Source: an optimization exercise on an open RTL-to-GDS flow (aim: small area, a short achievable clock period and few clock cycles). Production flows keep margins and buffers that such runs may drop.
In this exercise RTL edits were held to simulation tests only and were not proved equivalent to the original.
Power is estimated from default activity; no workload was simulated.

==> v11 <==
Design glyph_column_renderer_5x7, start of the top module:
module glyph_column_renderer_5x7 (
  input  logic        clk_i,
  input  logic        rst_ni,
  input  logic        start_i,
  output logic        busy_o,
  input  logic [7:0]  char_code_i,
  input  logic [1:0]  font_mode_i,
  input  logic [15:0] pos_x_i,
  input  logic [15:0] pos_y_i,
  output logic        result_valid_o,
  output logic [15:0] column_x_o,
  output logic [15:0] top_y_o,
  output logic [7:0]  row_bits_o,
  output logic [7:0]  row_write_mask_o,
  output logic        last_o,
  output logic [2:0]  char_width_o
);
==> module glyph_column_renderer_5x7, before the edit <==
module glyph_column_renderer_5x7 (
  input  logic        clk_i,
  input  logic        rst_ni,
  input  logic        start_i,
  output logic        busy_o,
  input  logic [7:0]  char_code_i,
  input  logic [1:0]  font_mode_i,
  input  logic [15:0] pos_x_i,
  input  logic [15:0] pos_y_i,
  output logic        result_valid_o,
  output logic [15:0] column_x_o,
  output logic [15:0] top_y_o,
  output logic [7:0]  row_bits_o,
  output logic [7:0]  row_write_mask_o,
  output logic        last_o,
  output logic [2:0]  char_width_o
);
  logic        valid_q;    
  logic [15:0] x_q;        
  logic        xmax_q;     
  logic [15:0] y_q;        
  logic [6:0]  bits_q;     
  logic        ul_q;       
  logic        col_q;      
  logic        last_q;     
  logic [2:0]  width_q;    
  logic        nz_q;       
  logic [6:0]  pf_bits_q;  
  logic        pf_nz_q;    
  logic [1:0]  n_q;        
  logic        col4_q;     
  logic [6:0]  g_q;        
  logic        thin_q;     
  logic        load;
  logic [7:0]  g_in;
  logic [8:0]  fc;
  logic [7:0]  sc;
  logic        ok_in, thin_in, ul_in, nz0_in;
  logic        uline;
  logic [15:0] x_nxt;
  logic        x_nxt_max;
  logic [2:0]  width_inc;
  logic [7:0]  lc;
  assign load   = !valid_q || last_q;
  assign busy_o = !load;
  assign g_in    = gcr_pkg::fold_code(char_code_i) - 8'd32;
  assign fc      = gcr_pkg::first_col(char_code_i);
  assign ok_in   = fc[8];
  assign thin_in = !font_mode_i[0];
  assign ul_in   = font_mode_i[1] && ok_in;
  assign nz0_in  = !thin_in || fc[7];
  assign sc      = gcr_pkg::second_col(thin_in, char_code_i);
  assign uline     = col4_q || (xmax_q && nz_q);
  assign x_nxt     = x_q + {15'd0, nz_q};
  assign x_nxt_max = (&x_q[15:1]) && (x_q[0] ^ nz_q);
  assign width_inc = width_q + 3'd1;
  assign lc        = gcr_pkg::later_col(thin_q, n_q, g_q);
  always_ff @(posedge clk_i or negedge rst_ni) begin
    if (!rst_ni) valid_q <= 1'b0;
    else if (load) valid_q <= start_i;
  end
  always_ff @(posedge clk_i) begin
    if (load) begin
      x_q       <= pos_x_i;
      xmax_q    <= (pos_x_i == 16'hFFFF);
      y_q       <= pos_y_i;
      bits_q    <= fc[6:0];
      ul_q      <= ul_in;
      col_q     <= ok_in;
      last_q    <= !ok_in || (!ul_in && nz0_in && (pos_x_i == 16'hFFFF));
      width_q   <= {2'b00, ok_in && nz0_in};
      nz_q      <= nz0_in;
      pf_bits_q <= sc[6:0];
      pf_nz_q   <= sc[7];
      n_q       <= 2'd0;
      col4_q    <= 1'b0;
      g_q       <= g_in[6:0];
      thin_q    <= thin_in;
    end else if (uline) begin
      x_q       <= x_nxt;
      xmax_q    <= x_nxt_max;
      bits_q    <= 7'd0;
      col_q     <= 1'b0;
      last_q    <= 1'b1;
    end else begin
      x_q       <= x_nxt;
      xmax_q    <= x_nxt_max;
      bits_q    <= pf_bits_q;
      width_q   <= pf_nz_q ? width_inc : width_q;
      nz_q      <= pf_nz_q;
      last_q    <= !ul_q && ((n_q == 2'd3) || (pf_nz_q && x_nxt_max));
      pf_bits_q <= lc[6:0];
      pf_nz_q   <= lc[7];
      n_q       <= n_q + 2'd1;
      col4_q    <= (n_q == 2'd3);
    end
  end
  assign result_valid_o   = valid_q;
  assign column_x_o       = x_q;
  assign top_y_o          = y_q;
  assign row_bits_o       = {ul_q, bits_q};
  assign row_write_mask_o = {ul_q, {7{col_q}}};
  assign last_o           = last_q;
  assign char_width_o     = width_q;
endmodule
Settings: LEC_CHECK=0, CAP_MARGIN=20, CORE_MARGIN=2, CORE_UTILIZATION=30, SETUP_SLACK_MARGIN=3.8, SLEW_MARGIN=20, SYNTH_MEMORY_MAX_BITS=8192; clock period 6.0 ns.
standard.sh (not shown) runs the stock make flow with config.mk's settings and CLKGATE_MAP_FILE= SYNTH_SCRIPT=/design/flow/synth_recipe.tcl, a recipe that flattens the netlist after the stock synthesis.
==> flow/flow/run.sh <==
#!/bin/bash
# The standard layout (standard.sh), with two changes to synthesis: ABC maps
# the logic with flow/abc.script (area-oriented mapping, then ABC's own
# buffering and sizing) and Yosys does not extract half/full adder cells.
# Registers, their names and cell types are those of the standard synthesis.
set -u
F=$(cd "$(dirname "$0")" && pwd)
export OWN_ABC_SCRIPT=$F/abc.script
bash standard.sh SYNTH_SCRIPT=$F/synth_own.tcl ADDER_MAP_FILE= finish > standard_make.log 2>&1
==> flow/flow/abc.script <==
strash
dch
amap
topo
buffer -c
upsize -c
dnsize -c
topo
stime -c
==> flow/flow/synth_own.tcl <==
# The standard flow's synthesis (synth_recipe.tcl) with one change: ABC maps the logic with
# the script named by OWN_ABC_SCRIPT instead of ORFS's abc_speed/abc_area script.
proc synth {args} { yosys synth -nofsm -noshare {*}$args }
proc abc {args} {
  set i [lsearch -exact $args -script]
  if {$i >= 0 && [info exists ::env(OWN_ABC_SCRIPT)]} {
    set args [lreplace $args [expr {$i + 1}] [expr {$i + 1}] $::env(OWN_ABC_SCRIPT)]
  }
  yosys abc {*}$args
}
source $::env(SCRIPTS_DIR)/synth.tcl
# left out here: clear keep_hierarchy, flatten, clean up, hide names made inside functions, write 1_2_yosys.v
==> v7: changes against v11 <==
--- a/flow/design.v
+++ b/flow/design.v
@@ -904,6 +904,7 @@
   logic        col4_q;     
   logic [6:0]  g_q;        
   logic        thin_q;     
+  logic        busy_q;     
   logic        load;
   logic [7:0]  g_in;
   logic [8:0]  fc;
@@ -912,10 +913,15 @@
   logic        uline;
   logic [15:0] x_nxt;
   logic        x_nxt_max;
-  logic [2:0]  width_inc;
   logic [7:0]  lc;
+  logic        valid_d, xmax_d, ul_d, col_d, last_d, nz_d, col4_d, thin_d;
+  logic        pf_nz_d;
+  logic [15:0] x_d, y_d;
+  logic [6:0]  bits_d, pf_bits_d, g_d;
+  logic [2:0]  width_d;
+  logic [1:0]  n_d;
   assign load   = !valid_q || last_q;
-  assign busy_o = !load;
+  assign busy_o = busy_q;
   assign g_in    = gcr_pkg::fold_code(char_code_i) - 8'd32;
   assign fc      = gcr_pkg::first_col(char_code_i);
   assign ok_in   = fc[8];
@@ -926,48 +932,70 @@
   assign uline     = col4_q || (xmax_q && nz_q);
   assign x_nxt     = x_q + {15'd0, nz_q};
   assign x_nxt_max = (&x_q[15:1]) && (x_q[0] ^ nz_q);
-  assign width_inc = width_q + 3'd1;
   assign lc        = gcr_pkg::later_col(thin_q, n_q, g_q);
-  always_ff @(posedge clk_i or negedge rst_ni) begin
-    if (!rst_ni) valid_q <= 1'b0;
-    else if (load) valid_q <= start_i;
-  end
-  always_ff @(posedge clk_i) begin
+  always_comb begin
     if (load) begin
-      x_q       <= pos_x_i;
-      xmax_q    <= (pos_x_i == 16'hFFFF);
-      y_q       <= pos_y_i;
-      bits_q    <= fc[6:0];
-      ul_q      <= ul_in;
-      col_q     <= ok_in;
-      last_q    <= !ok_in || (!ul_in && nz0_in && (pos_x_i == 16'hFFFF));
-      width_q   <= {2'b00, ok_in && nz0_in};
-      nz_q      <= nz0_in;
-      pf_bits_q <= sc[6:0];
-      pf_nz_q   <= sc[7];
-      n_q       <= 2'd0;
-      col4_q    <= 1'b0;
-      g_q       <= g_in[6:0];
-      thin_q    <= thin_in;
-    end else if (uline) begin
-      x_q       <= x_nxt;
-      xmax_q    <= x_nxt_max;
-      bits_q    <= 7'd0;
-      col_q     <= 1'b0;
-      last_q    <= 1'b1;
+      valid_d   = start_i;
+      x_d       = pos_x_i;
+      xmax_d    = (pos_x_i == 16'hFFFF);
+      y_d       = pos_y_i;
+      bits_d    = fc[6:0];
+      ul_d      = ul_in;
+      col_d     = ok_in;
+      last_d    = !ok_in || (!ul_in && nz0_in && (pos_x_i == 16'hFFFF));
+      width_d   = {2'b00, ok_in && nz0_in};
+      nz_d      = nz0_in;
+      pf_bits_d = sc[6:0];
+      pf_nz_d   = sc[7];
+      n_d       = 2'd0;
+      col4_d    = 1'b0;
+      g_d       = g_in[6:0];
+      thin_d    = thin_in;
     end else begin
-      x_q       <= x_nxt;
-      xmax_q    <= x_nxt_max;
-      bits_q    <= pf_bits_q;
-      width_q   <= pf_nz_q ? width_inc : width_q;
-      nz_q      <= pf_nz_q;
-      last_q    <= !ul_q && ((n_q == 2'd3) || (pf_nz_q && x_nxt_max));
-      pf_bits_q <= lc[6:0];
-      pf_nz_q   <= lc[7];
-      n_q       <= n_q + 2'd1;
-      col4_q    <= (n_q == 2'd3);
+      valid_d   = 1'b1;
+      x_d       = x_nxt;
+      xmax_d    = x_nxt_max;
+      y_d       = y_q;
+      bits_d    = uline ? 7'd0 : pf_bits_q;
+      ul_d      = ul_q;
+      col_d     = !uline;
+      last_d    = uline || (!ul_q && ((n_q == 2'd3) || (pf_nz_q && x_nxt_max)));
+      width_d   = width_q + {2'b00, pf_nz_q && !uline};
+      nz_d      = pf_nz_q;
+      pf_bits_d = lc[6:0];
+      pf_nz_d   = lc[7];
+      n_d       = n_q + 2'd1;
+      col4_d    = (n_q == 2'd3);
+      g_d       = g_q;
+      thin_d    = thin_q;
     end
   end
+  always_ff @(posedge clk_i or negedge rst_ni) begin
+    if (!rst_ni) begin
+      valid_q <= 1'b0;
+      busy_q  <= 1'b0;
+    end else begin
+      valid_q <= valid_d;
+      busy_q  <= valid_d && !last_d;
+    end
+  end
+  always_ff @(posedge clk_i) begin
+    x_q       <= x_d;
+    xmax_q    <= xmax_d;
+    y_q       <= y_d;
+    bits_q    <= bits_d;
+    ul_q      <= ul_d;
+    col_q     <= col_d;
+    last_q    <= last_d;
+    width_q   <= width_d;
+    nz_q      <= nz_d;
+    pf_bits_q <= pf_bits_d;
+    pf_nz_q   <= pf_nz_d;
+    n_q       <= n_d;
+    col4_q    <= col4_d;
+    g_q       <= g_d;
+    thin_q    <= thin_d;
+  end
   assign result_valid_o   = valid_q;
   assign column_x_o       = x_q;
   assign top_y_o          = y_q;
==> flow/flow/run.sh (replaced) <==
#!/bin/bash
# The standard layout (standard.sh) with these changes:
# - synthesis: ABC maps the logic with flow/abc.script (delay-oriented
#   mapping with area recovery after choice computation, then ABC's own
#   buffering and sizing), and
#   Yosys does not extract half/full adder cells. Registers, their names and
#   cell types are those of the standard synthesis.
# - placement: the port buffers are buf_2 cells.
set -u
F=$(cd "$(dirname "$0")" && pwd)
export OWN_ABC_SCRIPT=$F/abc.script
bash standard.sh SYNTH_SCRIPT=$F/synth_own.tcl ADDER_MAP_FILE= \
  "BUFFER_PORTS_ARGS=-buffer_cell sky130_fd_sc_hd__buf_2" finish > standard_make.log 2>&1
==> flow/flow/abc.script (replaced) <==
strash
&get -n
&dch
&put
dch
map
topo
buffer -c
upsize -c
dnsize -c
--- a/flow/config.mk
+++ b/flow/config.mk
@@ -7,7 +7,7 @@
 export LEC_CHECK = 0
 export CAP_MARGIN = 20
 export CORE_MARGIN = 2
-export CORE_UTILIZATION = 30
-export SETUP_SLACK_MARGIN = 3.8
+export CORE_UTILIZATION = 45
+export SETUP_SLACK_MARGIN = 3.5
 export SLEW_MARGIN = 20
 export SYNTH_MEMORY_MAX_BITS = 8192
==> v20: changes against v11 <==
--- a/flow/design.v
+++ b/flow/design.v
@@ -904,6 +904,7 @@
   logic        col4_q;     
   logic [6:0]  g_q;        
   logic        thin_q;     
+  logic        busy_q;     
   logic        load;
   logic [7:0]  g_in;
   logic [8:0]  fc;
@@ -912,10 +913,15 @@
   logic        uline;
   logic [15:0] x_nxt;
   logic        x_nxt_max;
-  logic [2:0]  width_inc;
   logic [7:0]  lc;
+  logic        valid_d, xmax_d, ul_d, col_d, last_d, nz_d, col4_d, thin_d;
+  logic        pf_nz_d;
+  logic [15:0] x_d, y_d;
+  logic [6:0]  bits_d, pf_bits_d, g_d;
+  logic [2:0]  width_d;
+  logic [1:0]  n_d;
   assign load   = !valid_q || last_q;
-  assign busy_o = !load;
+  assign busy_o = busy_q;
   assign g_in    = gcr_pkg::fold_code(char_code_i) - 8'd32;
   assign fc      = gcr_pkg::first_col(char_code_i);
   assign ok_in   = fc[8];
@@ -926,48 +932,70 @@
   assign uline     = col4_q || (xmax_q && nz_q);
   assign x_nxt     = x_q + {15'd0, nz_q};
   assign x_nxt_max = (&x_q[15:1]) && (x_q[0] ^ nz_q);
-  assign width_inc = width_q + 3'd1;
   assign lc        = gcr_pkg::later_col(thin_q, n_q, g_q);
-  always_ff @(posedge clk_i or negedge rst_ni) begin
-    if (!rst_ni) valid_q <= 1'b0;
-    else if (load) valid_q <= start_i;
-  end
-  always_ff @(posedge clk_i) begin
+  always_comb begin
     if (load) begin
-      x_q       <= pos_x_i;
-      xmax_q    <= (pos_x_i == 16'hFFFF);
-      y_q       <= pos_y_i;
-      bits_q    <= fc[6:0];
-      ul_q      <= ul_in;
-      col_q     <= ok_in;
-      last_q    <= !ok_in || (!ul_in && nz0_in && (pos_x_i == 16'hFFFF));
-      width_q   <= {2'b00, ok_in && nz0_in};
-      nz_q      <= nz0_in;
-      pf_bits_q <= sc[6:0];
-      pf_nz_q   <= sc[7];
-      n_q       <= 2'd0;
-      col4_q    <= 1'b0;
-      g_q       <= g_in[6:0];
-      thin_q    <= thin_in;
-    end else if (uline) begin
-      x_q       <= x_nxt;
-      xmax_q    <= x_nxt_max;
-      bits_q    <= 7'd0;
-      col_q     <= 1'b0;
-      last_q    <= 1'b1;
+      valid_d   = start_i;
+      x_d       = pos_x_i;
+      xmax_d    = (pos_x_i == 16'hFFFF);
+      y_d       = pos_y_i;
+      bits_d    = fc[6:0];
+      ul_d      = ul_in;
+      col_d     = ok_in;
+      last_d    = !ok_in || (!ul_in && nz0_in && (pos_x_i == 16'hFFFF));
+      width_d   = {2'b00, ok_in && nz0_in};
+      nz_d      = nz0_in;
+      pf_bits_d = sc[6:0];
+      pf_nz_d   = sc[7];
+      n_d       = 2'd0;
+      col4_d    = 1'b0;
+      g_d       = g_in[6:0];
+      thin_d    = thin_in;
     end else begin
-      x_q       <= x_nxt;
-      xmax_q    <= x_nxt_max;
-      bits_q    <= pf_bits_q;
-      width_q   <= pf_nz_q ? width_inc : width_q;
-      nz_q      <= pf_nz_q;
-      last_q    <= !ul_q && ((n_q == 2'd3) || (pf_nz_q && x_nxt_max));
-      pf_bits_q <= lc[6:0];
-      pf_nz_q   <= lc[7];
-      n_q       <= n_q + 2'd1;
-      col4_q    <= (n_q == 2'd3);
+      valid_d   = 1'b1;
+      x_d       = x_nxt;
+      xmax_d    = x_nxt_max;
+      y_d       = y_q;
+      bits_d    = uline ? 7'd0 : pf_bits_q;
+      ul_d      = ul_q;
+      col_d     = !uline;
+      last_d    = uline || (!ul_q && ((n_q == 2'd3) || (pf_nz_q && x_nxt_max)));
+      width_d   = width_q + {2'b00, pf_nz_q && !uline};
+      nz_d      = pf_nz_q;
+      pf_bits_d = lc[6:0];
+      pf_nz_d   = lc[7];
+      n_d       = n_q + 2'd1;
+      col4_d    = (n_q == 2'd3);
+      g_d       = g_q;
+      thin_d    = thin_q;
     end
   end
+  always_ff @(posedge clk_i or negedge rst_ni) begin
+    if (!rst_ni) begin
+      valid_q <= 1'b0;
+      busy_q  <= 1'b0;
+    end else begin
+      valid_q <= valid_d;
+      busy_q  <= valid_d && !last_d;
+    end
+  end
+  always_ff @(posedge clk_i) begin
+    x_q       <= x_d;
+    xmax_q    <= xmax_d;
+    y_q       <= y_d;
+    bits_q    <= bits_d;
+    ul_q      <= ul_d;
+    col_q     <= col_d;
+    last_q    <= last_d;
+    width_q   <= width_d;
+    nz_q      <= nz_d;
+    pf_bits_q <= pf_bits_d;
+    pf_nz_q   <= pf_nz_d;
+    n_q       <= n_d;
+    col4_q    <= col4_d;
+    g_q       <= g_d;
+    thin_q    <= thin_d;
+  end
   assign result_valid_o   = valid_q;
   assign column_x_o       = x_q;
   assign top_y_o          = y_q;
==> flow/flow/run.sh (replaced) <==
#!/bin/bash
# The standard layout (standard.sh) with these changes:
# - synthesis: ABC maps the logic with flow/abc.script (a time-limited
#   deep resynthesis for area, then delay-oriented mapping with area recovery
#   and ABC's own buffering and sizing), and Yosys does not extract half/full
#   adder cells. Registers, their names and cell types are those of the
#   standard synthesis.
# - placement: every port still gets a buffer, buf_2 on the inputs and buf_1
#   on the outputs (flow/outbuf.tcl).
set -u
F=$(cd "$(dirname "$0")" && pwd)
export OWN_ABC_SCRIPT=$F/abc.script
ARGS=(SYNTH_SCRIPT=$F/synth_own.tcl ADDER_MAP_FILE=
  "BUFFER_PORTS_ARGS=-inputs -buffer_cell sky130_fd_sc_hd__buf_2"
  PRE_GLOBAL_PLACE_TCL=$F/outbuf.tcl)
bash standard.sh "${ARGS[@]}" cts > standard_make_cts.log 2>&1
bash standard.sh "${ARGS[@]}" SETUP_SLACK_MARGIN=3.2 finish > standard_make_finish.log 2>&1
==> flow/flow/abc.script (replaced) <==
strash
&get -n
&deepsyn -T 60
&put
dch
map
topo
buffer -c
upsize -c
dnsize -c
==> flow/flow/outbuf.tcl (new file) <==
buffer_ports -outputs -buffer_cell sky130_fd_sc_hd__buf_1
--- a/flow/config.mk
+++ b/flow/config.mk
@@ -7,7 +7,7 @@
 export LEC_CHECK = 0
 export CAP_MARGIN = 20
 export CORE_MARGIN = 2
-export CORE_UTILIZATION = 30
-export SETUP_SLACK_MARGIN = 3.8
+export CORE_UTILIZATION = 45
+export SETUP_SLACK_MARGIN = 3.5
 export SLEW_MARGIN = 20
 export SYNTH_MEMORY_MAX_BITS = 8192
==> impl_metrics.json <==
{
  "async_reset_ff_share_pct": 2.94,
  "grt_pass1_vias": 8187,
  "rr_startpoint": "g_q[1]$_DFFE_PN_",
  "synth-edff-count": 25,
  "r2r_end": "pf_bits_q[1]$_DFF_P_",
  "powerDensity_nw_per_um2": 437,
  "status": "finished clean",
  "clkbuf_count": 9
}
That was v20.
==> impl_metrics.json <==
{
  "synth-edff-count": 36,
  "routed_wl_um": 41200,
  "dp_hpwl_um": 26700,
  "status": "finished clean",
  "hold_violations": 0,
  "rrSetupSlack_ns": 3.13,
  "rr_startpoint": "g_q[1]$_DFFE_PN_",
  "io_pins": 99,
  "pwr-share-seq_pct": 18.3,
  "core_area_um2": 23300,
  "path_depth": 14,
  "hold_ws_ns": 0.479,
  "powerDensity_nw_per_um2": 412,
  "r2r_end": "pf_bits_q[2]$_DFFE_PP_",
  "synth_fa_ha_area_share_pct": 0,
  "grt_pass1_vias": 9722,
  "clkbuf_count": 11
}
That was v11.
==> impl_metrics.json <==
{
  "clkbuf_count": 12,
  "powerDensity_nw_per_um2": 448,
  "synth-edff-count": 25,
  "path_buf_inv": 2,
  "async_reset_ff_share_pct": 2.94,
  "r2r_end": "pf_bits_q[2]$_DFF_P_",
  "grt_pass1_vias": 9032,
  "status": "finished clean"
}
That was v7.
Testbench counts of v11, summed over its fixed seeds: cycles 12,826.
Testbench counts of v7, summed over its fixed seeds: cycles 12,826.
Testbench counts of v20, summed over its fixed seeds: cycles 12,826.

## static timing again, ports no longer ideal
In the flow no input, the clock included, has a driving cell. The finished layouts below were timed again as built, in two steps.
Step 1, drivers: a clkbuf_16 drives clk_i and a buf_2 each remaining input, both assumed.
Step 2, shift: input delay + t, output delay - t, t = (earliest + latest rising clock arrival at the registers) / 2. This alone moves slack from input paths to output paths.
Slacks: ideal ports / drivers / drivers and shift; pairs: ideal ports / drivers.
run	t, ns	setup slack, ns	worst setup path after step 2	clock arrival spread, ns	pins driven straight from the clock port
v11	0.379	3.130 / 3.130 / 2.769	input to register	0.012 / 0.011	1
v7	0.381	3.418 / 3.418 / 3.059	input to register	0.010 / 0.010	1
v20	0.375	3.232 / 3.232 / 2.914	input to register	0.006 / 0.006	1
After both steps every run listed still meets setup and hold. For v11, which loses most, drivers alone change the setup slack by 0.000 ns; drivers and shift together by -0.361 ns.
